This is an optimization exercise on Yosys and OpenROAD, whose aim is small area, not a production implementation. Only simulation tests tie the RTL to the original design; equivalence was not proved. Power and IR drop assume default switching activity.

Design asymmetric_fifo_sync, start of the top module:
module asymmetric_fifo_sync
#(
    parameter int WIDTHW     = 8,
    parameter int WIDTHR     = 32,
    parameter int DEPTHW     = 256,
    parameter int BIG_ENDIAN = 0,
    parameter int AFULL_THR  = 4
) (
    input  logic              clk,
    input  logic              rstn,
    input  logic              clr,
    input  logic              wr_en,
    input  logic [WIDTHW-1:0] din,
    output logic              full,
    output logic              almost_full,
    output logic              overflow,
    input  logic              rd_en,
    output logic [WIDTHR-1:0] dout,
    output logic              dout_valid,
    output logic              empty,
    output logic              underflow,
    output logic [asym_fifo_pkg::clog2(asym_fifo_pkg::calcDmin(DEPTHW, WIDTHW, WIDTHR)):0] level
);
    logic        wrAccept, rdAccept;
    logic [7:0]  levelDec;
    logic [63:0] rsel;
    logic [3:0]  laneEn;
    logic [31:0] rdData;
    assign full        = level[8];
    assign almost_full = level[8] | (&level[7:2]);
    assign empty       = ~|level[8:2];
    assign wrAccept = wr_en & ~full & ~clr;
    assign rdAccept = rd_en & ~empty & ~clr;
    assign levelDec = level[7:0] - 8'd1;
    always_comb begin
        for (int w = 0; w < 64; w++) begin
            rsel[w] = (levelDec[7:2] == 6'(w));
        end
        for (int l = 0; l < 4; l++) begin
            laneEn[l] = wrAccept & (level[1:0] == 2'(l));
        end
    end
    always_ff @(posedge clk or negedge rstn) begin
        if (!rstn) begin
            level      <= '0;
            overflow   <= 1'b0;
            underflow  <= 1'b0;
            dout_valid <= 1'b0;
        end else begin
            if (clr) begin
                level <= '0;
            end else begin
                level <= level + {8'd0, wrAccept} - {6'd0, rdAccept, 2'd0};
            end
            overflow   <= wr_en & full & ~clr;
            underflow  <= rd_en & empty & ~clr;
            dout_valid <= rdAccept;
        end
    end
    for (genvar l = 0; l < 4; l++) begin : gDout
        fifo_obyte uDout (
            .clk  (clk),
            .rstn (rstn),
            .hold (~rdAccept),
            .ld   (rdAccept),
  ...
Settings: LEC_CHECK=0, CAP_MARGIN=20, CORE_MARGIN=2, CORE_UTILIZATION=85, SLEW_MARGIN=20, SYNTH_HIERARCHICAL=1; clock period 7.0 ns.
standard.sh (not shown) runs the stock make flow with config.mk's settings and CLKGATE_MAP_FILE= SYNTH_SCRIPT=/design/flow/synth_recipe.tcl, a recipe that flattens the netlist after the stock synthesis.
==> flow/flow/run.sh <==
#!/bin/bash
set -o pipefail
cp standard.sh standard_sh.txt
export BUFFER_PORTS_ARGS="-buffer_cell sky130_fd_sc_hd__buf_1"
export CTS_ARGS="-sink_clustering_enable -repair_clock_nets -dont_use_dummy_load -sink_clustering_size 18 -sink_clustering_max_diameter 50 -buf_list sky130_fd_sc_hd__clkbuf_8"
bash standard.sh > standard.log 2>&1
The baseline went through all stages and came out clean.
Then changed:
==> flow/flow/run.sh (replaced) <==
#!/bin/bash
set -o pipefail
cp standard.sh standard_sh.txt
export CTS_ARGS="-sink_clustering_enable -repair_clock_nets -dont_use_dummy_load -sink_clustering_size 18 -sink_clustering_max_diameter 50 -buf_list sky130_fd_sc_hd__clkbuf_8"
bash standard.sh > standard.log 2>&1
After rerunning:
- register-to-register slack is worse by 0.31 ns
- critical path depth does not change
- cell area is higher slightly
- core utilization increases by 0.55 points
- first-iteration DRC count climbs slightly
- routed wire length increases slightly
- clock skew rose by 0.023 ns
- die area stays the same
- worst setup slack loses 0.31 ns
- area after synthesis is unchanged
- cell count does not change

========
== run A ==
asymmetric_fifo_sync, a different RTL version from the one above (not shown whole).
Size: ~2,100 flip-flops, ~60 I/O pins, roughly 0.074 mm² of cells after synthesis.
// asymmetric_fifo_sync
module asymmetric_fifo_sync
#(
    parameter int WIDTHW     = 8,
    parameter int WIDTHR     = 32,
    parameter int DEPTHW     = 256,
    parameter int BIG_ENDIAN = 0,
    parameter int AFULL_THR  = 4
) (
    input  logic              clk,
    input  logic              rstn,
    input  logic              clr,
    input  logic              wr_en,
    input  logic [WIDTHW-1:0] din,
    output logic              full,
    output logic              almost_full,
    output logic              overflow,
    input  logic              rd_en,
    output logic [WIDTHR-1:0] dout,
    output logic              dout_valid,
    output logic              empty,
    output logic              underflow,
    output logic [asym_fifo_pkg::clog2(asym_fifo_pkg::calcDmin(DEPTHW, WIDTHW, WIDTHR)):0] level
);
export LEC_CHECK = 0
export CAP_MARGIN = 20
export CORE_MARGIN = 2
export CORE_UTILIZATION = 85
export PLACE_DENSITY = 0.95
export SLEW_MARGIN = 20
export SYNTH_HIERARCHICAL = 1
create_clock -name core_clock -period 7.0 [get_ports {clk}]
==> flow/flow/run.sh <==
#!/bin/bash
set -o pipefail
cp standard.sh standard_sh.txt
export BUFFER_PORTS_ARGS="-buffer_cell sky130_fd_sc_hd__buf_1"
export CTS_ARGS="-sink_clustering_enable -repair_clock_nets -dont_use_dummy_load -sink_clustering_size 18 -sink_clustering_max_diameter 50 -buf_list sky130_fd_sc_hd__clkbuf_8"
bash standard.sh > standard.log 2>&1
Run A completed; timing, DRC and antenna clean
Relative to run A, the following input files were edited for run B:
# run A
export LEC_CHECK = 0
export CAP_MARGIN = 20
export CORE_MARGIN = 2
export CORE_UTILIZATION = 85
export PLACE_DENSITY = 0.95
export SLEW_MARGIN = 20
export SYNTH_HIERARCHICAL = 1
create_clock -name core_clock -period 7.0 [get_ports {clk}]
# run B
export LEC_CHECK = 0
export CAP_MARGIN = 20
export CORE_MARGIN = 2
export CORE_UTILIZATION = 70
export PLACE_DENSITY = 0.9
export SLEW_MARGIN = 20
export SYNTH_HIERARCHICAL = 1
create_clock -name core_clock -period 7.0 [get_ports {clk}]
### Flow results
The final layout from run B, which completed every stage, passed the timing, DRC and antenna checks at the end of the flow.
On clock power, run A beats run B.
Compared with run A, run B shows count of clock-buffer cells in the layout higher by 2.
There was hardly any difference in total power between run A and run B.
Looking at routed wire length across both flows, run B is the weaker of the two, with run A ahead.
The following lists how run C was set up differently from run B:
# run B
export LEC_CHECK = 0
export CAP_MARGIN = 20
export CORE_MARGIN = 2
export CORE_UTILIZATION = 70
export PLACE_DENSITY = 0.9
export SLEW_MARGIN = 20
export SYNTH_HIERARCHICAL = 1
create_clock -name core_clock -period 7.0 [get_ports {clk}]
# run C
export LEC_CHECK = 0
export CAP_MARGIN = 20
export CORE_MARGIN = 2
export CORE_UTILIZATION = 85
export PLACE_DENSITY = 0.95
export SLEW_MARGIN = 20
export SYNTH_HIERARCHICAL = 1
create_clock -name core_clock -period 7.0 [get_ports {clk}]
==> flow/flow/run.sh <==
#!/bin/bash
set -o pipefail
cp standard.sh standard_sh.txt
export BUFFER_PORTS_ARGS="-buffer_cell sky130_fd_sc_hd__buf_1"
export CTS_ARGS="-sink_clustering_enable -repair_clock_nets -dont_use_dummy_load -sink_clustering_size 20 -sink_clustering_max_diameter 60 -buf_list sky130_fd_sc_hd__clkbuf_8"
bash standard.sh > standard.log 2>&1
### Flow results
Run C went all the way through synthesis, placement and routing and the layout is clean on timing, DRC and antenna. Taking run B as the reference, in run C sum of met2 wire segment lengths after detailed routing lower; placement-stage worst setup slack lower; required time of the critical path lower; clock network fraction of design power lower; logic gate share of total power higher. Measured against each other, run C and run B differ in register-to-register setup slack, the higher figure coming from run C. Diff run B -> run C | cell count | down by a few percent. clkinvlp_4 as the cell with the largest stage delay on the worst path was reported by run C, and nand2_1 by run B.

## what the ideal ports hide
The results above use ideal ports. As a check the final layouts listed here were re-extracted and re-timed, cells and wires unchanged. Step 1: set_driving_cell puts a clkbuf_16 on clk and a buf_2 on each other input, an assumption about the parent block. Step 2 moves the port delays by t, midway between the first and last clock arrival at a register: inputs arrive t later, outputs are due t later. That takes back most of the time a late clock gives input paths. a / b / c = ideal ports / drivers / drivers and shift; a / b = the first two.
run | shift t [ns] | slack for setup (ns) | worst data-port slew with drivers (ns)
the first run of note 1 | 0.927 | 2.109 / 2.109 / 2.053 | 0.03
the second run of note 1 | 0.929 | 1.803 / 1.803 / 1.744 | 0.10
run A | 0.915 | 2.102 / 2.102 / 1.318 | 0.04
run B | 0.905 | 1.874 / 1.874 / 1.578 | 0.05
run C | 0.872 | 2.142 / 2.194 / 1.322 | 0.04
After both steps setup and hold are still met in every run listed. For run C, which loses most, drivers alone change the setup slack by +0.052 ns; drivers and shift together by -0.820 ns.
